Context: an optimization exercise on an open-source flow, tuned for small area, a short achievable clock period and few clock cycles per item. The choices shown serve that exercise and are no tape-out recipe. No run shown here included a check of the RTL's function; only the layout flow was run. No activity file was given, so power comes from the tool's default toggle rates.

[config.mk]
export PLATFORM = sky130hd
export DESIGN_NAME = nearest_palette_color_unit
export DESIGN_NICKNAME = nearest_palette_color_unit
export VERILOG_FILES = /design/flow/design.v
export SDC_FILE = /design/flow/constraint.sdc
export NUM_CORES = 4
export LEC_CHECK = 0
export CAP_MARGIN = 20
export CORE_MARGIN = 2
export CORE_UTILIZATION = 40
export SLEW_MARGIN = 20
[constraint.sdc]
create_clock -name core_clock -period 5.5 [get_ports {clk_i}]
set_input_delay 1.1000 -clock core_clock [delete_from_list [all_inputs] [get_ports {clk_i}]]
set_output_delay 1.1000 -clock core_clock [all_outputs]
set_load 0.01 [all_outputs]
[design.v]
package npc_pkg;
  localparam int unsigned NumColors = 22;
endpackage
module nearest_palette_color_unit #(
  parameter int unsigned PALETTE_SIZE = 22
) (
  input  logic        clk_i,
  input  logic        rst_ni,
  input  logic        cfg_we_i,
  input  logic [21:0] cfg_wdata_i,
  input  logic        pixel_valid_i,
  output logic        pixel_ready_o,
  input  logic [31:0] pixel_word_i,
  output logic        result_valid_o,
  input  logic        result_ready_i,
  output logic [4:0]  color_index_o,
  output logic        none_enabled_o
);
  logic [21:0] enable_mask_q;
  always_ff @(posedge clk_i or negedge rst_ni) begin
    if (!rst_ni) enable_mask_q <= 22'h3fffff;
    else if (cfg_we_i) enable_mask_q <= cfg_wdata_i;
  end
  logic ready_q;
  logic take_px;
  assign pixel_ready_o = ready_q;
  assign take_px = pixel_valid_i & ready_q;
  logic [23:0] px_q;
  logic [21:0] en_q;
  logic        v0_q;
  always_ff @(posedge clk_i) begin
    px_q <= pixel_word_i[23:0];
    en_q <= enable_mask_q;
  end
  always_ff @(posedge clk_i or negedge rst_ni) begin
    if (!rst_ni) v0_q <= 1'b0;
    else v0_q <= take_px;
  end
  logic [7:0] px_r, px_g, px_b;
  assign px_r = px_q[7:0];
  assign px_g = px_q[15:8];
  assign px_b = px_q[23:16];
  logic [7:0] mn_r_187;
  assign mn_r_187 = (px_r < 8'd187) ? px_r : 8'd187;
  logic [7:0] mn_r_102;
  assign mn_r_102 = (px_r < 8'd102) ? px_r : 8'd102;
  logic [7:0] mn_g_102;
  assign mn_g_102 = (px_g < 8'd102) ? px_g : 8'd102;
  logic [7:0] mn_b_102;
  assign mn_b_102 = (px_b < 8'd102) ? px_b : 8'd102;
  logic [7:0] mn_b_128;
  assign mn_b_128 = (px_b < 8'd128) ? px_b : 8'd128;
  logic [7:0] mn_g_128;
  assign mn_g_128 = (px_g < 8'd128) ? px_g : 8'd128;
  logic [7:0] mn_r_191;
  assign mn_r_191 = (px_r < 8'd191) ? px_r : 8'd191;
  logic [7:0] mn_r_146;
  assign mn_r_146 = (px_r < 8'd146) ? px_r : 8'd146;
  logic [7:0] mn_g_211;
  assign mn_g_211 = (px_g < 8'd211) ? px_g : 8'd211;
  logic [7:0] mn_b_202;
  assign mn_b_202 = (px_b < 8'd202) ? px_b : 8'd202;
  logic [7:0] mn_r_34;
  assign mn_r_34 = (px_r < 8'd34) ? px_r : 8'd34;
  logic [7:0] mn_g_139;
  assign mn_g_139 = (px_g < 8'd139) ? px_g : 8'd139;
  logic [7:0] mn_b_34;
  assign mn_b_34 = (px_b < 8'd34) ? px_b : 8'd34;
  logic [7:0] mn_r_64;
  assign mn_r_64 = (px_r < 8'd64) ? px_r : 8'd64;
  logic [7:0] mn_g_224;
  assign mn_g_224 = (px_g < 8'd224) ? px_g : 8'd224;
  logic [7:0] mn_b_208;
  assign mn_b_208 = (px_b < 8'd208) ? px_b : 8'd208;
  logic [7:0] mn_r_128;
  assign mn_r_128 = (px_r < 8'd128) ? px_r : 8'd128;
  logic [7:0] mn_r_186;
  assign mn_r_186 = (px_r < 8'd186) ? px_r : 8'd186;
  logic [7:0] mn_g_184;
  assign mn_g_184 = (px_g < 8'd184) ? px_g : 8'd184;
  logic [7:0] mn_b_108;
  assign mn_b_108 = (px_b < 8'd108) ? px_b : 8'd108;
  logic [7:0] mn_r_135;
  assign mn_r_135 = (px_r < 8'd135) ? px_r : 8'd135;
  logic [7:0] mn_g_206;
  assign mn_g_206 = (px_g < 8'd206) ? px_g : 8'd206;
  logic [7:0] mn_b_235;
  assign mn_b_235 = (px_b < 8'd235) ? px_b : 8'd235;
  logic [7:0] mn_r_143;
  assign mn_r_143 = (px_r < 8'd143) ? px_r : 8'd143;
  logic [7:0] mn_g_21;
  assign mn_g_21 = (px_g < 8'd21) ? px_g : 8'd21;
  logic [7:0] mn_r_144;
  assign mn_r_144 = (px_r < 8'd144) ? px_r : 8'd144;
  logic [7:0] mn_g_238;
  assign mn_g_238 = (px_g < 8'd238) ? px_g : 8'd238;
  logic [7:0] mn_b_144;
  assign mn_b_144 = (px_b < 8'd144) ? px_b : 8'd144;
  logic [7:0] mn_r_165;
  assign mn_r_165 = (px_r < 8'd165) ? px_r : 8'd165;
  logic [7:0] mn_g_42;
  assign mn_g_42 = (px_g < 8'd42) ? px_g : 8'd42;
  logic [7:0] mn_b_42;
  assign mn_b_42 = (px_b < 8'd42) ? px_b : 8'd42;
  logic [9:0] g0;
  assign g0 = 10'd382;   
  logic [9:0] g1;
  assign g1 = 10'(px_r) + 10'(px_g) + 10'(px_b) + 10'd0;   
  logic [9:0] g2;
  assign g2 = 10'(px_r) + 10'd255;   
  logic [9:0] g3;
  assign g3 = 10'(px_g) + 10'd255;   
  logic [9:0] g4;
  assign g4 = 10'(px_b) + 10'd255;   
  logic [9:0] g5;
  assign g5 = 10'(mn_r_187) + 10'd289;   
  logic [9:0] g6;
  assign g6 = 10'(mn_r_102) + 10'(mn_g_102) + 10'(mn_b_102) + 10'd229;   
  logic [9:0] g7;
  assign g7 = 10'(mn_b_128) + 10'd318;   
  logic [9:0] g8;
  assign g8 = 10'(mn_g_128) + 10'(mn_b_128) + 10'd254;   
  logic [9:0] g9;
  assign g9 = 10'(mn_r_191) + 10'(px_g) + 10'd159;   
  logic [9:0] g10;
  assign g10 = 10'(px_g) + 10'(px_b) + 10'd127;   
  logic [9:0] g11;
  assign g11 = 10'(mn_r_146) + 10'(mn_g_211) + 10'(mn_b_202) + 10'd103;   
  logic [9:0] g12;
  assign g12 = 10'(mn_r_34) + 10'(mn_g_139) + 10'(mn_b_34) + 10'd279;   
  logic [9:0] g13;
  assign g13 = 10'(mn_r_64) + 10'(mn_g_224) + 10'(mn_b_208) + 10'd134;   
  logic [9:0] g14;
  assign g14 = 10'(mn_r_128) + 10'd318;   
  logic [9:0] g15;
  assign g15 = 10'(mn_r_128) + 10'(mn_b_128) + 10'd254;   
  logic [9:0] g16;
  assign g16 = 10'(mn_r_186) + 10'(mn_g_184) + 10'(mn_b_108) + 10'd143;   
  logic [9:0] g17;
  assign g17 = 10'(mn_r_135) + 10'(mn_g_206) + 10'(mn_b_235) + 10'd94;   
  logic [9:0] g18;
  assign g18 = 10'(mn_r_143) + 10'(mn_g_21) + 10'd300;   
  logic [9:0] g19;
  assign g19 = 10'(mn_r_144) + 10'(mn_g_238) + 10'(mn_b_144) + 10'd119;   
  logic [9:0] g20;
  assign g20 = 10'(mn_r_165) + 10'(mn_g_42) + 10'(mn_b_42) + 10'd258;   
  logic [9:0] g21;
  assign g21 = 10'(px_r) + 10'(px_g) + 10'd127;   
  logic [10:0] r0_0_val;
  logic r0_0_v;
  logic [10:0] r0_1_val;
  logic r0_1_v;
  logic [10:0] r0_2_val;
  logic r0_2_v;
  logic [10:0] r0_3_val;
  logic r0_3_v;
  logic [10:0] r0_4_val;
  logic r0_4_v;
  logic [10:0] r0_5_val;
  logic r0_5_v;
  logic [10:0] r0_6_val;
  logic r0_6_v;
  logic [10:0] r0_7_val;
  logic r0_7_v;
  logic [10:0] r0_8_val;
  logic r0_8_v;
  logic [10:0] r0_9_val;
  logic r0_9_v;
  logic [10:0] r0_10_val;
  logic r0_10_v;
  logic [10:0] r0_11_val;
  logic r0_11_v;
  logic [10:0] r0_12_val;
  logic r0_12_v;
  logic [10:0] r0_13_val;
  logic r0_13_v;
  logic [10:0] r0_14_val;
  logic r0_14_v;
  logic [10:0] r0_15_val;
  logic r0_15_v;
  logic [10:0] r0_16_val;
  logic r0_16_v;
  logic [10:0] r0_17_val;
  logic r0_17_v;
  logic [10:0] r0_18_val;
  logic r0_18_v;
  logic [10:0] r0_19_val;
  logic r0_19_v;
  logic [10:0] r0_20_val;
  logic r0_20_v;
  logic [10:0] r0_21_val;
  logic r0_21_v;
  logic vs0_q;
  always_ff @(posedge clk_i) begin
    r0_0_val <= {g0, 1'b1};
    r0_0_v <= en_q[0];
    r0_1_val <= {g1, 1'b0};
    r0_1_v <= en_q[1];
    r0_2_val <= {g2, 1'b0};
    r0_2_v <= en_q[2];
    r0_3_val <= {g3, 1'b0};
    r0_3_v <= en_q[3];
    r0_4_val <= {g4, 1'b0};
    r0_4_v <= en_q[4];
    r0_5_val <= {g5, 1'b0};
    r0_5_v <= en_q[5];
    r0_6_val <= {g6, 1'b1};
    r0_6_v <= en_q[6];
    r0_7_val <= {g7, 1'b1};
    r0_7_v <= en_q[7];
    r0_8_val <= {g8, 1'b1};
    r0_8_v <= en_q[8];
    r0_9_val <= {g9, 1'b1};
    r0_9_v <= en_q[9];
    r0_10_val <= {g10, 1'b1};
    r0_10_v <= en_q[10];
    r0_11_val <= {g11, 1'b0};
    r0_11_v <= en_q[11];
    r0_12_val <= {g12, 1'b0};
    r0_12_v <= en_q[12];
    r0_13_val <= {g13, 1'b1};
    r0_13_v <= en_q[13];
    r0_14_val <= {g14, 1'b1};
    r0_14_v <= en_q[14];
    r0_15_val <= {g15, 1'b1};
    r0_15_v <= en_q[15];
    r0_16_val <= {g16, 1'b1};
    r0_16_v <= en_q[16];
    r0_17_val <= {g17, 1'b1};
    r0_17_v <= en_q[17];
    r0_18_val <= {g18, 1'b1};
    r0_18_v <= en_q[18];
    r0_19_val <= {g19, 1'b1};
    r0_19_v <= en_q[19];
    r0_20_val <= {g20, 1'b0};
    r0_20_v <= en_q[20];
    r0_21_val <= {g21, 1'b1};
    r0_21_v <= en_q[21];
  end
  always_ff @(posedge clk_i or negedge rst_ni) begin
    if (!rst_ni) vs0_q <= 1'b0;
    else vs0_q <= v0_q;
  end
  logic t1_0_sa;
  logic [10:0] t1_0_val;
  logic t1_0_v;
  logic [0:0] t1_0_idx;
  assign t1_0_sa = !r0_1_v | (r0_0_v & (r0_0_val >= r0_1_val));
  assign t1_0_val = t1_0_sa ? r0_0_val : r0_1_val;
  assign t1_0_v = r0_0_v | r0_1_v;
  assign t1_0_idx = !t1_0_sa;
  logic t1_1_sa;
  logic [10:0] t1_1_val;
  logic t1_1_v;
  logic [0:0] t1_1_idx;
  assign t1_1_sa = !r0_3_v | (r0_2_v & (r0_2_val >= r0_3_val));
  assign t1_1_val = t1_1_sa ? r0_2_val : r0_3_val;
  assign t1_1_v = r0_2_v | r0_3_v;
  assign t1_1_idx = !t1_1_sa;
  logic t1_2_sa;
  logic [10:0] t1_2_val;
  logic t1_2_v;
  logic [0:0] t1_2_idx;
  assign t1_2_sa = !r0_5_v | (r0_4_v & (r0_4_val >= r0_5_val));
  assign t1_2_val = t1_2_sa ? r0_4_val : r0_5_val;
  assign t1_2_v = r0_4_v | r0_5_v;
  assign t1_2_idx = !t1_2_sa;
  logic t1_3_sa;
  logic [10:0] t1_3_val;
  logic t1_3_v;
  logic [0:0] t1_3_idx;
  assign t1_3_sa = !r0_7_v | (r0_6_v & (r0_6_val >= r0_7_val));
  assign t1_3_val = t1_3_sa ? r0_6_val : r0_7_val;
  assign t1_3_v = r0_6_v | r0_7_v;
  assign t1_3_idx = !t1_3_sa;
  logic t1_4_sa;
  logic [10:0] t1_4_val;
  logic t1_4_v;
  logic [0:0] t1_4_idx;
  assign t1_4_sa = !r0_9_v | (r0_8_v & (r0_8_val >= r0_9_val));
  assign t1_4_val = t1_4_sa ? r0_8_val : r0_9_val;
  assign t1_4_v = r0_8_v | r0_9_v;
  assign t1_4_idx = !t1_4_sa;
  logic t1_5_sa;
  logic [10:0] t1_5_val;
  logic t1_5_v;
  logic [0:0] t1_5_idx;
  assign t1_5_sa = !r0_11_v | (r0_10_v & (r0_10_val >= r0_11_val));
  assign t1_5_val = t1_5_sa ? r0_10_val : r0_11_val;
  assign t1_5_v = r0_10_v | r0_11_v;
  assign t1_5_idx = !t1_5_sa;
  logic t1_6_sa;
  logic [10:0] t1_6_val;
  logic t1_6_v;
  logic [0:0] t1_6_idx;
  assign t1_6_sa = !r0_13_v | (r0_12_v & (r0_12_val >= r0_13_val));
  assign t1_6_val = t1_6_sa ? r0_12_val : r0_13_val;
  assign t1_6_v = r0_12_v | r0_13_v;
  assign t1_6_idx = !t1_6_sa;
  logic t1_7_sa;
  logic [10:0] t1_7_val;
  logic t1_7_v;
  logic [0:0] t1_7_idx;
  assign t1_7_sa = !r0_15_v | (r0_14_v & (r0_14_val >= r0_15_val));
  assign t1_7_val = t1_7_sa ? r0_14_val : r0_15_val;
  assign t1_7_v = r0_14_v | r0_15_v;
  assign t1_7_idx = !t1_7_sa;
  logic t1_8_sa;
  logic [10:0] t1_8_val;
  logic t1_8_v;
  logic [0:0] t1_8_idx;
  assign t1_8_sa = !r0_17_v | (r0_16_v & (r0_16_val >= r0_17_val));
  assign t1_8_val = t1_8_sa ? r0_16_val : r0_17_val;
  assign t1_8_v = r0_16_v | r0_17_v;
  assign t1_8_idx = !t1_8_sa;
  logic t1_9_sa;
  logic [10:0] t1_9_val;
  logic t1_9_v;
  logic [0:0] t1_9_idx;
  assign t1_9_sa = !r0_19_v | (r0_18_v & (r0_18_val >= r0_19_val));
  assign t1_9_val = t1_9_sa ? r0_18_val : r0_19_val;
  assign t1_9_v = r0_18_v | r0_19_v;
  assign t1_9_idx = !t1_9_sa;
  logic t1_10_sa;
  logic [10:0] t1_10_val;
  logic t1_10_v;
  logic [0:0] t1_10_idx;
  assign t1_10_sa = !r0_21_v | (r0_20_v & (r0_20_val >= r0_21_val));
  assign t1_10_val = t1_10_sa ? r0_20_val : r0_21_val;
  assign t1_10_v = r0_20_v | r0_21_v;
  assign t1_10_idx = !t1_10_sa;
  logic t2_0_sa;
  logic [10:0] t2_0_val;
  logic t2_0_v;
  logic [1:0] t2_0_idx;
  assign t2_0_sa = !t1_1_v | (t1_0_v & (t1_0_val >= t1_1_val));
  assign t2_0_val = t2_0_sa ? t1_0_val : t1_1_val;
  assign t2_0_v = t1_0_v | t1_1_v;
  assign t2_0_idx = t2_0_sa ? {1'b0, t1_0_idx} : {1'b1, t1_1_idx};
  logic t2_1_sa;
  logic [10:0] t2_1_val;
  logic t2_1_v;
  logic [1:0] t2_1_idx;
  assign t2_1_sa = !t1_3_v | (t1_2_v & (t1_2_val >= t1_3_val));
  assign t2_1_val = t2_1_sa ? t1_2_val : t1_3_val;
  assign t2_1_v = t1_2_v | t1_3_v;
  assign t2_1_idx = t2_1_sa ? {1'b0, t1_2_idx} : {1'b1, t1_3_idx};
  logic t2_2_sa;
  logic [10:0] t2_2_val;
  logic t2_2_v;
  logic [1:0] t2_2_idx;
  assign t2_2_sa = !t1_5_v | (t1_4_v & (t1_4_val >= t1_5_val));
  assign t2_2_val = t2_2_sa ? t1_4_val : t1_5_val;
  assign t2_2_v = t1_4_v | t1_5_v;
  assign t2_2_idx = t2_2_sa ? {1'b0, t1_4_idx} : {1'b1, t1_5_idx};
  logic t2_3_sa;
  logic [10:0] t2_3_val;
  logic t2_3_v;
  logic [1:0] t2_3_idx;
  assign t2_3_sa = !t1_7_v | (t1_6_v & (t1_6_val >= t1_7_val));
  assign t2_3_val = t2_3_sa ? t1_6_val : t1_7_val;
  assign t2_3_v = t1_6_v | t1_7_v;
  assign t2_3_idx = t2_3_sa ? {1'b0, t1_6_idx} : {1'b1, t1_7_idx};
  logic t2_4_sa;
  logic [10:0] t2_4_val;
  logic t2_4_v;
  logic [1:0] t2_4_idx;
  assign t2_4_sa = !t1_9_v | (t1_8_v & (t1_8_val >= t1_9_val));
  assign t2_4_val = t2_4_sa ? t1_8_val : t1_9_val;
  assign t2_4_v = t1_8_v | t1_9_v;
  assign t2_4_idx = t2_4_sa ? {1'b0, t1_8_idx} : {1'b1, t1_9_idx};
  logic [10:0] r2_0_val;
  logic r2_0_v;
  logic [1:0] r2_0_idx;
  logic [10:0] r2_1_val;
  logic r2_1_v;
  logic [1:0] r2_1_idx;
  logic [10:0] r2_2_val;
  logic r2_2_v;
  logic [1:0] r2_2_idx;
  logic [10:0] r2_3_val;
  logic r2_3_v;
  logic [1:0] r2_3_idx;
  logic [10:0] r2_4_val;
  logic r2_4_v;
  logic [1:0] r2_4_idx;
  logic [10:0] r2_5_val;
  logic r2_5_v;
  logic [1:0] r2_5_idx;
  logic vs2_q;
  always_ff @(posedge clk_i) begin
    r2_0_val <= t2_0_val;
    r2_0_v <= t2_0_v;
    r2_0_idx <= t2_0_idx;
    r2_1_val <= t2_1_val;
    r2_1_v <= t2_1_v;
    r2_1_idx <= t2_1_idx;
    r2_2_val <= t2_2_val;
    r2_2_v <= t2_2_v;
    r2_2_idx <= t2_2_idx;
    r2_3_val <= t2_3_val;
    r2_3_v <= t2_3_v;
    r2_3_idx <= t2_3_idx;
    r2_4_val <= t2_4_val;
    r2_4_v <= t2_4_v;
    r2_4_idx <= t2_4_idx;
    r2_5_val <= t1_10_val;
    r2_5_v <= t1_10_v;
    r2_5_idx <= {1'b0, t1_10_idx};
  end
  always_ff @(posedge clk_i or negedge rst_ni) begin
    if (!rst_ni) vs2_q <= 1'b0;
    else vs2_q <= vs0_q;
  end
  logic t3_0_sa;
  logic [10:0] t3_0_val;
  logic t3_0_v;
  logic [2:0] t3_0_idx;
  assign t3_0_sa = !r2_1_v | (r2_0_v & (r2_0_val >= r2_1_val));
  assign t3_0_val = t3_0_sa ? r2_0_val : r2_1_val;
  assign t3_0_v = r2_0_v | r2_1_v;
  assign t3_0_idx = t3_0_sa ? {1'b0, r2_0_idx} : {1'b1, r2_1_idx};
  logic t3_1_sa;
  logic [10:0] t3_1_val;
  logic t3_1_v;
  logic [2:0] t3_1_idx;
  assign t3_1_sa = !r2_3_v | (r2_2_v & (r2_2_val >= r2_3_val));
  assign t3_1_val = t3_1_sa ? r2_2_val : r2_3_val;
  assign t3_1_v = r2_2_v | r2_3_v;
  assign t3_1_idx = t3_1_sa ? {1'b0, r2_2_idx} : {1'b1, r2_3_idx};
  logic t3_2_sa;
  logic [10:0] t3_2_val;
  logic t3_2_v;
  logic [2:0] t3_2_idx;
  assign t3_2_sa = !r2_5_v | (r2_4_v & (r2_4_val >= r2_5_val));
  assign t3_2_val = t3_2_sa ? r2_4_val : r2_5_val;
  assign t3_2_v = r2_4_v | r2_5_v;
  assign t3_2_idx = t3_2_sa ? {1'b0, r2_4_idx} : {1'b1, r2_5_idx};
  logic t4_0_sa;
  logic [10:0] t4_0_val;
  logic t4_0_v;
  logic [3:0] t4_0_idx;
  assign t4_0_sa = !t3_1_v | (t3_0_v & (t3_0_val >= t3_1_val));
  assign t4_0_val = t4_0_sa ? t3_0_val : t3_1_val;
  assign t4_0_v = t3_0_v | t3_1_v;
  assign t4_0_idx = t4_0_sa ? {1'b0, t3_0_idx} : {1'b1, t3_1_idx};
  logic [10:0] r4_0_val;
  logic r4_0_v;
  logic [3:0] r4_0_idx;
  logic [10:0] r4_1_val;
  logic r4_1_v;
  logic [3:0] r4_1_idx;
  logic vs4_q;
  always_ff @(posedge clk_i) begin
    r4_0_val <= t4_0_val;
    r4_0_v <= t4_0_v;
    r4_0_idx <= t4_0_idx;
    r4_1_val <= t3_2_val;
    r4_1_v <= t3_2_v;
    r4_1_idx <= {1'b0, t3_2_idx};
  end
  always_ff @(posedge clk_i or negedge rst_ni) begin
    if (!rst_ni) vs4_q <= 1'b0;
    else vs4_q <= vs2_q;
  end
  logic t5_0_sa;
  logic [10:0] t5_0_val;
  logic t5_0_v;
  logic [4:0] t5_0_idx;
  assign t5_0_sa = !r4_1_v | (r4_0_v & (r4_0_val >= r4_1_val));
  assign t5_0_val = t5_0_sa ? r4_0_val : r4_1_val;
  assign t5_0_v = r4_0_v | r4_1_v;
  assign t5_0_idx = t5_0_sa ? {1'b0, r4_0_idx} : {1'b1, r4_1_idx};
  logic [5:0] res;
  logic      res_v;
  assign res = {!t5_0_v, t5_0_idx};
  assign res_v = vs4_q;
  logic [5:0] q_v;
  logic [5:0] q0_q;
  logic [5:0] q1_q;
  logic [5:0] q2_q;
  logic [5:0] q3_q;
  logic [5:0] q4_q;
  logic [5:0] q5_q;
  logic take_res;
  assign take_res = q_v[0] & result_ready_i;
  assign result_valid_o = q_v[0];
  assign color_index_o = q0_q[4:0];
  assign none_enabled_o = q0_q[5];
  logic [5:0] sh_v;
  logic [5:0] nx_v;
  assign sh_v = take_res ? (q_v >> 1) : q_v;
  assign nx_v = sh_v | (res_v ? ((sh_v + 1'b1) & ~sh_v) : '0);
  always_ff @(posedge clk_i) begin
    q0_q <= sh_v[0] ? (take_res ? q1_q : q0_q) : res;
    q1_q <= sh_v[1] ? (take_res ? q2_q : q1_q) : res;
    q2_q <= sh_v[2] ? (take_res ? q3_q : q2_q) : res;
    q3_q <= sh_v[3] ? (take_res ? q4_q : q3_q) : res;
    q4_q <= sh_v[4] ? (take_res ? q5_q : q4_q) : res;
    q5_q <= sh_v[5] ? q5_q : res;
  end
  always_ff @(posedge clk_i or negedge rst_ni) begin
    if (!rst_ni) q_v <= '0;
    else q_v <= nx_v;
  end
  logic [3:0] occ_nx;
  always_comb begin
    occ_nx = 4'(take_px) + 4'($countones(nx_v));
    occ_nx = occ_nx + 4'(v0_q);
    occ_nx = occ_nx + 4'(vs0_q);
    occ_nx = occ_nx + 4'(vs2_q);
  end
  always_ff @(posedge clk_i or negedge rst_ni) begin
    if (!rst_ni) ready_q <= 1'b0;
    else ready_q <= occ_nx < 4'd6;
  end
endmodule
[run.sh]
#!/bin/bash
# synth_recipe.tcl (not shown) runs the flow's synth.tcl, then flattens the netlist and writes it again
# the make line also repeats each setting of config.mk as NAME=value (left out here)
make -C /OpenROAD-flow-scripts/flow DESIGN_CONFIG=/design/flow/config.mk WORK_HOME=/design/flow/orfs CLKGATE_MAP_FILE= SYNTH_SCRIPT=/design/flow/synth_recipe.tcl finish
==> results of run 1 <==
==> worst max-delay path, stage by stage <==
cell	delay, ns
clkdlybuf4s50_1	0.44
nand2b_1	0.11
nand3_1	0.07
or2_2	0.28
or2_2	0.28
o21ai_0	0.29
fa_1	0.47
inv_1	0.08
fa_1	0.42
fa_1	0.45
nor3_1	0.33
fa_1	0.51
a221oi_1	0.29
nor2_1	0.06
a31oi_1	0.18
==> metal layers <==
layer	vias to the layer above	wire, µm	global-route usage, %
met1	9505	32420	26.96
met3	161	3619	2.930
met5	-	0	0
li1	9756	-	-
met2	517	34860	36.42
met4	0	3517	9.505
==> power by group through the flow <==
stage / sequential (W) / combinational (W) / clock (W)
floorplan: 0.00494 / 0.00549 / 0
global placement: 0.00525 / 0.00709 / 0
detailed placement: 0.00528 / 0.00740 / 0
CTS: 0.00522 / 0.00747 / 0.00360
global route: 0.00531 / 0.00837 / 0.00374
finish: 0.00522 / 0.00741 / 0.00350
==> flip-flops by register name, indices dropped and copies added, names as in the netlist, 11 cells and up <==
signal / flops
en_q: 22
enable_mask_q: 22
r2_1_val: 11
px_q: 24
r2_2_val: 11
r4_1_val: 11
r2_5_val: 11
r2_3_val: 11
r2_0_val: 11
r4_0_val: 11
==> cells in the mapped netlist (6+ instances only) <==
| cell type | count |
|---|---|
| clkbuf_1 | 52 |
| buf_2 | 11 |
| a21oi_1 | 153 |
| nor2b_1 | 33 |
| nand4_1 | 8 |
| inv_1 | 528 |
| ha_1 | 419 |
| a211o_1 | 6 |
| o211ai_1 | 7 |
| and2_1 | 19 |
| buf_1 | 10 |
| nand2b_1 | 35 |
| fa_1 | 80 |
| edfxtp_1 | 36 |
| dfstp_2 | 22 |
| o21ai_0 | 86 |
| clkinv_1 | 6 |
| nand3_1 | 28 |
| o21bai_1 | 39 |
| o21a_1 | 27 |
| mux2_2 | 58 |
| nor3_1 | 23 |
| a21o_1 | 65 |
| o22ai_1 | 8 |
| xor2_1 | 34 |
| a31oi_1 | 30 |
| dfrtp_1 | 11 |
| nand2_1 | 163 |
| or2_2 | 15 |
| o31ai_1 | 6 |
| nand3b_1 | 6 |
| and3_1 | 9 |
| xnor2_1 | 86 |
| mux2i_1 | 164 |
| a211oi_1 | 10 |
| o2111ai_1 | 7 |
| dfxtp_1 | 386 |
| nor2_1 | 128 |
==> cells in the final DEF, fill, tap and decap left out, types with 39 or more instances in the layout <==
| cell | n |
|---|---|
| xnor2_1 | 86 |
| nand2_1 | 163 |
| ha_1 | 419 |
| clkdlybuf4s50_1 | 57 |
| mux2_2 | 58 |
| fa_1 | 80 |
| a21oi_1 | 153 |
| o21bai_1 | 39 |
| inv_1 | 528 |
| nor2_1 | 128 |
| buf_4 | 68 |
| o21ai_0 | 86 |
| clkbuf_16 | 50 |
| dfxtp_1 | 386 |
| mux2i_1 | 164 |
| a21o_1 | 65 |
==> final timing paths <==
| path | end | slack [ns] | cells after the start |
|---|---|---|---|
| worst min register to register | r0_2_v | 0.32 | 0 |
| worst min-delay path | r0_2_v | 0.32 | 0 |
| max in group asynchronous | vs0_q | 4.22 | 1 |
| worst max register to register | r2_2_val[8] | 0.92 | 17 |
| worst max-delay path | ready_q | 0.63 | 15 |
| min in group asynchronous | q_v[1] | 0.66 | 1 |
==> cell type report <==
cell class / instances / area (µm²) / share of cell area [%]
Timing Repair Buffer: 126 / 1086 / 3.483
Sequential cell: 455 / 9662 / 30.99
Tap cell: 882 / 1104 / 3.539
Inverter: 535 / 2008 / 6.440
Clock inverter: 21 / 311.5 / 0.9992
Multi-Input combinational cell: 1830 / 15590 / 50.01
Clock buffer: 70 / 1416 / 4.542
==> metrics by stage <==
| stage | std cells | hold WS [ns] | setup WS [ns] |
|---|---|---|---|
| 2_1_floorplan | 2896 | 0.3096 | 0.7306 |
| 6_report | 3919 | 0.3177 | 0.6342 |
| 3_5_place_dp | 3828 | 0.3128 | 0.02293 |
| 3_3_place_gp | 3828 | 0.3107 | 0.09155 |
| 5_1_grt | 3919 | 0.3329 | 0.3578 |
| 4_1_cts | 3919 | 0.3238 | 0.6573 |
==> cell families after synthesis <==
family,synth area share (%)
buf+inv,8.491
fa+ha+maj,24.89
simple gates,8.259
compound gates,11.03
flops,35.14
mux,8.345
xor+xnor,3.822
other cells,0.02731
==> summary.md, run 1 <==
| Metric | Value |
|---|---|
| Top fanout value on the critical path | `3` |
| Proportion of synthesized flip-flops having asynchronous set or reset | `7.253%` |
| Boundary Pins | `67` |
| Root cell of the clock tree | `clkbuf_16` |
| Unrepaired setup endpoints after global routing | `false` |
| Number of max-slew violations in the final report | `0` |
| Total leakage power | `15.66 nW` |
| Util after Layout | `45.62%` |
| TNS Setup | `0 ns` |
| Register share of total power | `32.4%` |
| Horiz. Die Dim | `266.2 µm` |
| Antenna violations before repair | `3` |
| First-pass GRT wire length | `116200 µm` |
| Post-detail-place hpwl | `59960 µm` |
| Routability congestion estimate from global placement | `0.9200` |
| Post-synthesis instance area | `0.02750 mm²` |
| Cell types occupying the most area after synthesis | `dfxtp_1 (28%), ha_1 (19%), inv_1 (7.2%)` |
| Slew at the pin closest to its max-slew limit | `1.020 ns` |
| Worst slew margin relative to its limit | `31.69%` |
| Clock share of power | `21.7%` |
| Count of routing violations after the opening detailed-route iteration | `1193` |
| Setup CP Type | `in2reg` |
| Element type at the critical path end | `flip-flop` |
| Number of flops mapped to enable cells by yosys | `36` |
| GRT Util Overall | `21.40%` |
| Clock transition at the registers of the reported paths | `0.06 ns` |
| Number of input and output port buffers inserted | `58` |
| Clock latency of the later-clocked register in the worst-skew pair | `0.61 ns` |
| Arrival time of data at the critical path endpoint | `5.38 ns` |
| Yosys warning count | `1` |
| Required time at the worst-slack endpoint | `6.01 ns` |
| P_sw | `0.006131 W` |
| Final number of setup-violating endpoints | `0` |
| Mean instance size in the synthesized netlist | `9.564 µm²` |
| Maximum Capacitance Violations | `0` |
| Largest net degree at the start of global routing | `34` |
| Outcome | `finished clean` |
| Post CTS Setup Buffer Count | `0` |
| Post-detailed-route wirelength per cell | `18.99 µm` |
| Reg-to-Reg Start | `r0_9_val[6]` |
| Final count of hold timing violations | `0` |
| Achievable Freq | `0.2055 GHz` |
| Avg Vias per Cell | `5.088` |
| Share of layout cells above drive strength 1 | `8.232%` |
| CTS sink count | `455` |
| Final non-filler cell area | `0.03118 mm²` |
| Clock buffers created by TritonCTS | `50` |
| Internal power of the cells | `0.009997 W` |
| Syn-to-layout area delta | `13.40%` |
| Std-Cell Core Area | `0.06835 mm²` |
| Cell count after synthesis | `2875` |
| Maximum root-to-sink buffer count | `3` |
| Number of buffers added to fix hold violations after cts | `0` |
| Via count of the first global-routing pass | `20950` |
| Nets | `3556` |
| TritonCTS clock tree | `built` |
| Number of iterations in the first detailed-routing pass | `5` |
| Die height | `266.2 µm` |
| Sequential-to-total area share from yosys stat | `35.14%` |
| Number of synthesized register bits | `455` |
| Shortest period the worst path allows | `4.866 ns` |
| Top-area cell type share of the netlist area | `28.10%` |
| Top flip-flop cell by instance count after synthesis | `dfxtp_1` |
| Effective utilization at floorplan | `40.23%` |
| Number of core rows | `96` |
| Number of antenna-violating nets in the routed design | `0` |
| Post-layout power | `0.01613 W` |
| Pwr dens | `517.2 mW/mm²` |
| Origin of the worst min-delay path | `en_q[2]` |
| VDD IR max | `300.1 µV` |
| Global route overflow | `0` |
| Routed Wire Length | `74410 µm` |
| Leading area contributor after synthesis | `dfxtp_1` |
| Sw Ratio | `38.01%` |
| Comb power frac | `45.9%` |
| Total inserted antenna cells | `0` |
| Total via count after detailed routing | `19940` |
| Unique masters post-synth | `67` |
| H-tree levels | `2` |
| Die Footprint | `0.07085 mm²` |
| Type of the most critical hold path | `reg2reg` |
| Number of DRC violations after detailed routing | `0` |
| Final clock period utilization by the worst path | `88.47%` |
| Dpl cell area | `0.02945 mm²` |
| # resized after CTS | `0` |
| Critical path startpoint | `result_ready_i` |
| Clock skew | `0.03265 ns` |
| Filler cells | `6428` |
| Critical Path Start Type | `input pin` |
==> run 2, diff against run 1 <==
--- a/config.mk
+++ b/config.mk
@@ -5,7 +5,9 @@
 export SDC_FILE = /design/flow/constraint.sdc
 export NUM_CORES = 4
 export LEC_CHECK = 0
+export ABC_CLOCK_PERIOD_IN_PS = 3000
 export CAP_MARGIN = 20
 export CORE_MARGIN = 2
 export CORE_UTILIZATION = 40
+export SETUP_SLACK_MARGIN = 2.5
 export SLEW_MARGIN = 20
==> summary.md, run 2 <==
| Metric | Value |
|---|---|
| Post-synthesis share of cell area spent on xor and xnor gates | `3.822% (unchanged)` |
| H-tree levels | `2 (unchanged)` |
| Required time at the worst-slack endpoint | `5.98 ns (-0.03 ns)` |
| P_sw | `0.007953 W (+30%)` |
| Clock share of power | `17.4% (-4.3 points)` |
| Footprint of the multi-input gates | `0.01917 mm² (+23%)` |
| Number of DRC violations after detailed routing | `0 (unchanged)` |
| Clock skew | `0.04139 ns (+0.008741 ns)` |
| Slew at the pin closest to its max-slew limit | `1.052 ns (+0.03178 ns)` |
| TritonCTS clock tree | `built` |
| Storage cell area | `0.009803 mm² (+1.5%)` |
| Post-synthesis simple-gate area fraction | `8.259% (unchanged)` |
| Element type at the critical path end | `flip-flop` |
| Clock transition at the registers of the reported paths | `0.06 ns (about the same)` |
| Proportion of synthesized flip-flops having asynchronous set or reset | `7.253% (unchanged)` |
| Share of layout cells above drive strength 1 | `36.53% (+28 points)` |
| Setup CP Type | `reg2reg` |
| Filler-free cell count of the finished design | `4268 (+8.9%)` |
| Pwr dens | `545.7 mW/mm² (+5.5%)` |
| Routability congestion estimate from global placement | `0.9313 (+1.2%)` |
| Outcome | `finished clean` |
| Final count of hold timing violations | `0 (unchanged)` |
| VDD IR max | `447.6 µV (+49%)` |
| Yosys warning count | `1 (unchanged)` |
| Number of core rows | `96 (unchanged)` |
| Critical Path Start Type | `flip-flop` |
| Final clock period utilization by the worst path | `75.83% (-13 points)` |
| Final number of setup-violating endpoints | `0 (unchanged)` |
| Sequential-to-total area share from yosys stat | `35.14% (unchanged)` |
| Most frequent standard cell in the layout excluding fill and tap cells | `inv_1` |
| Max FFs per register | `24 (unchanged)` |
| Number of input and output port buffers inserted | `58 (unchanged)` |
| Cell count of the worst reg-to-reg path | `15 (-2)` |
| Worst setup slack before clock tree synthesis | `0.3364 ns (+0.3135 ns)` |
| Post-synthesis instance area | `0.02750 mm² (unchanged)` |
| Cell types occupying the most area after synthesis | `dfxtp_1 (28%), ha_1 (19%), inv_1 (7.2%)` |
| Internal power of the cells | `0.01302 W (+30%)` |
| Biggest regs | `px_q: 24 flops, en_q: 22 flops, enable_mask_q: 22 flops` |
| Worst Hold Margin | `0.3259 ns (+0.008175 ns)` |
| Dominant combinational cell family by area after synthesis | `adder cells` |
| TNS Setup | `0 ns (unchanged)` |
| Adder-cell share of the synthesized area | `24.89% (unchanged)` |
| Highest-count cells in the layout ignoring fill and taps | `inv_1 (457), ha_1 (328), dfxtp_1 (317)` |
| Effective utilization at floorplan | `40.23% (unchanged)` |
| Sw Ratio | `37.91% (-0.10 points)` |
| Maximum Capacitance Violations | `0 (unchanged)` |
| Boundary Pins | `67 (unchanged)` |
| Leading area contributor after synthesis | `dfxtp_1` |
| Number of antenna-violating nets in the routed design | `0 (unchanged)` |
| Number of max-slew violations in the final report | `0 (unchanged)` |
| Compound-gate portion of the synthesized area | `11.03% (unchanged)` |
| Count of routing violations after the opening detailed-route iteration | `1282 (+7.5%)` |
| Final setup slack of the worst path | `1.329 ns (+0.6950 ns)` |
| Top-area cell type share of the netlist area | `28.10% (unchanged)` |
| Unique masters post-synth | `67 (unchanged)` |
| Number of synthesized register bits | `455 (unchanged)` |
| Cells after DPL | `3802 (-0.68%)` |
| Avg Vias per Cell | `5.192 (+2.1%)` |
| Std-Cell Core Area | `0.06835 mm² (unchanged)` |
| First-pass GRT wire length | `129600 µm (+12%)` |
| Root cell of the clock tree | `clkbuf_16` |
| Register bank with the most flops | `px_q` |
| Post-detail-place hpwl | `59860 µm (-0.17%)` |
| Syn-to-layout area delta | `39.81%` |
| Antenna violations before repair | `2 (-1)` |
| Slack of the worst reg-to-reg path | `1.33 ns (+0.41 ns)` |
| Comb power frac | `57.0% (+11 points)` |
| Clock latency of the later-clocked register in the worst-skew pair | `0.63 ns (+0.02 ns)` |
| Arrival time of data at the critical path endpoint | `4.65 ns (-0.73 ns)` |
| Top fanout value on the critical path | `5 (+2)` |
| Mean instance size in the synthesized netlist | `9.564 µm² (unchanged)` |
| Achievable Freq | `0.2398 GHz (+17%)` |
| Reg-to-Reg Start | `r0_15_val[7]` |
| GRT Util Overall | `23.79% (+2.4 points)` |
| Unrepaired setup endpoints after global routing | `true` |
| Commonest cells in the netlist | `inv_1 (528), ha_1 (419), dfxtp_1 (386)` |
| Filler cells | `5568 (-13%)` |
| Top flip-flop cell by instance count after synthesis | `dfxtp_1` |
| Number of flops mapped to enable cells by yosys | `36 (unchanged)` |
| Type of the most critical hold path | `reg2reg` |
| Worst slew margin relative to its limit | `29.58% (-2.1 points)` |
| Maximum root-to-sink buffer count | `3 (unchanged)` |
| Global route overflow | `0 (unchanged)` |
| Die Footprint | `0.07085 mm² (unchanged)` |
| Die height | `266.2 µm (unchanged)` |
| Total leakage power | `17.96 nW (+15%)` |
| Post-detailed-route wirelength per cell | `20.23 µm (+6.5%)` |
| Total via count after detailed routing | `22160 (+11%)` |
| Number of iterations in the first detailed-routing pass | `5 (unchanged)` |
| Clock buffers created by TritonCTS | `51 (+2.0%)` |
| Horiz. Die Dim | `266.2 µm (unchanged)` |
| Nets | `3902 (+9.7%)` |
| CTS sink count | `455 (unchanged)` |
| Most numerous cell in the Yosys netlist | `inv_1` |
| Critical Path End | `r2_3_idx[0]` |
| Largest net degree at the start of global routing | `34 (unchanged)` |
| Cell count after synthesis | `2875 (unchanged)` |
| Endpoint of the worst register-to-register path | `r2_3_idx[0]` |
| Register share of total power | `25.6% (-6.8 points)` |
| Critical path startpoint | `r0_15_val[7]` |
| Routed Wire Length | `86330 µm (+16%)` |
| Via count of the first global-routing pass | `22960 (+9.6%)` |
| Mux cell area share after synthesis | `8.345% (unchanged)` |
| Total inserted antenna cells | `0 (unchanged)` |
| Shortest period the worst path allows | `4.171 ns (-0.6950 ns)` |
==> run 2: cell types whose count changed in the layout (fill, tap and decap cells not counted), sizes merged <==
cell / before / now
clkbuf: 70 / 72
clkdlybuf4s50: 57 / 56
a31oi: 31 / 32
clkinv: 18 / 16
a21oi: 154 / 156
bufinv: 7 / 5
buf: 69 / 411
inv: 531 / 527
clkinvlp: 0 / 11
==> run 2: routing by layer <==
layer	vias up	GRT usage (%)	wire length [µm]	share of wire, %
li1	10460	-	-	-
met1	10690	29.69	35800	41
met2	751	40.27	40570	47
met3	262	4.057	5643	6.5
met4	0	10.51	4312	5.0
met5	-	0	0	0
==> run 2: final cells by class <==
class	instances	share of cell area, %
Clock buffer	72	4.003
Clock inverter	23	0.7746
Inverter	535	5.481
Multi-Input combinational cell	1833	49.86
Sequential cell	455	25.50
Tap cell	882	2.871
Timing Repair Buffer	467	11.50
Timing Repair inverter	1	0.01627
==> run 2: how the worst min path moves through the flow <==
stage / depth (start not counted) / slack, ns / startpoint / end
6_report: 0 / 0.33 / en_q[21] / r0_21_v
3_5_place_dp: 0 / 0.31 / en_q[12] / r0_12_v
2_1_floorplan: 0 / 0.31 / en_q[0] / r0_0_v
3_3_place_gp: 0 / 0.31 / en_q[6] / r0_6_v
5_1_grt: 0 / 0.33 / en_q[6] / r0_6_v
4_1_cts: 0 / 0.33 / en_q[10] / r0_10_v
==> run 2: power groups by stage <==
stage	Sequential, W	Combinational [W]	Clock (W)
2_1_floorplan	0.00495	0.00583	0
3_3_place_gp	0.00529	0.00729	0
3_5_place_dp	0.00532	0.00754	0
4_1_cts	0.00533	0.0107	0.00373
5_1_grt	0.00546	0.0130	0.00386
6_report	0.00537	0.0120	0.00366
==> run 2: logic make-up (layout without fill, tap and decap cells) <==
family,after synthesis,in the layout
compound gates,481,484
simple gates,485,485
buf+inv,611,1098
xor+xnor,120,120
other cells,2,23
mux,222,222
flops,455,455
fa+ha+maj,499,499
==> run 2: metrics by stage <==
step | util [%] | total power, W | instance area (µm²)
after floorplan | - | 0.01078 | 28350
after global placement | 43.59 | 0.01258 | 29790
after detailed placement | 43.60 | 0.01286 | 29800
after CTS | 53.53 | 0.01979 | 36590
after global routing | 56.25 | 0.02228 | 38440
final | 56.25 | 0.02098 | 38440
==> run 2: repair_timing <==
item,CTS,global route
gates cloned,7,0
buffers inserted,268,96
pin swaps,244,260
endpoints found under the setup margin,169,154
hold buffers,0,0
gates resized for setup,607,253
endpoints found under the hold margin,0,0
==> run 2: critical path, cell delays in order, from the launching register on <==
cell and delay (ns):
dfxtp_2 0.35, inv_2 0.04, ha_4 0.14, or4_4 0.55, o41ai_4 0.46, mux2i_1 0.32
ha_1 0.29, a21o_1 0.17, a21o_1 0.15, a21o_1 0.16, a21o_1 0.15, a211o_1 0.26
a221o_1 0.36, a31oi_4 0.21, buf_12 0.15, mux2_4 0.29

[separate check: timing with driven ports]
How much do the figures lean on ideal ports? The routed layouts below were timed once more, with nothing changed but the port constraints.
Step 1 (the two cells are an assumption about what drives the block):
set clk [get_ports {clk_i}]
set_driving_cell -lib_cell sky130_fd_sc_hd__clkbuf_16 $clk
set_driving_cell -lib_cell sky130_fd_sc_hd__buf_2 [delete_from_list [all_inputs] $clk]
Step 2, shift: input delay + t, output delay - t, t = (earliest + latest rising clock arrival at the registers) / 2. This alone moves slack from input paths to output paths.
Slacks: ideal ports / drivers / drivers and shift; pairs: ideal ports / drivers.
run | t, ns | slack for setup (ns) | slew at the worst register clock pin (ns) | worst slew at a driven data input, ns | cell pins on the clock port's net
run 1 | 0.651 | 0.634 / 0.676 / 0.026 | 0.06 / 0.06 | 0.04 | 1
run 2 | 0.673 | 1.329 / 1.329 / 0.925 | 0.07 / 0.07 | 0.05 | 1
After both steps setup and hold are still met in every run listed. For run 1, which loses most, drivers alone change the setup slack by +0.042 ns; drivers and shift together by -0.608 ns.
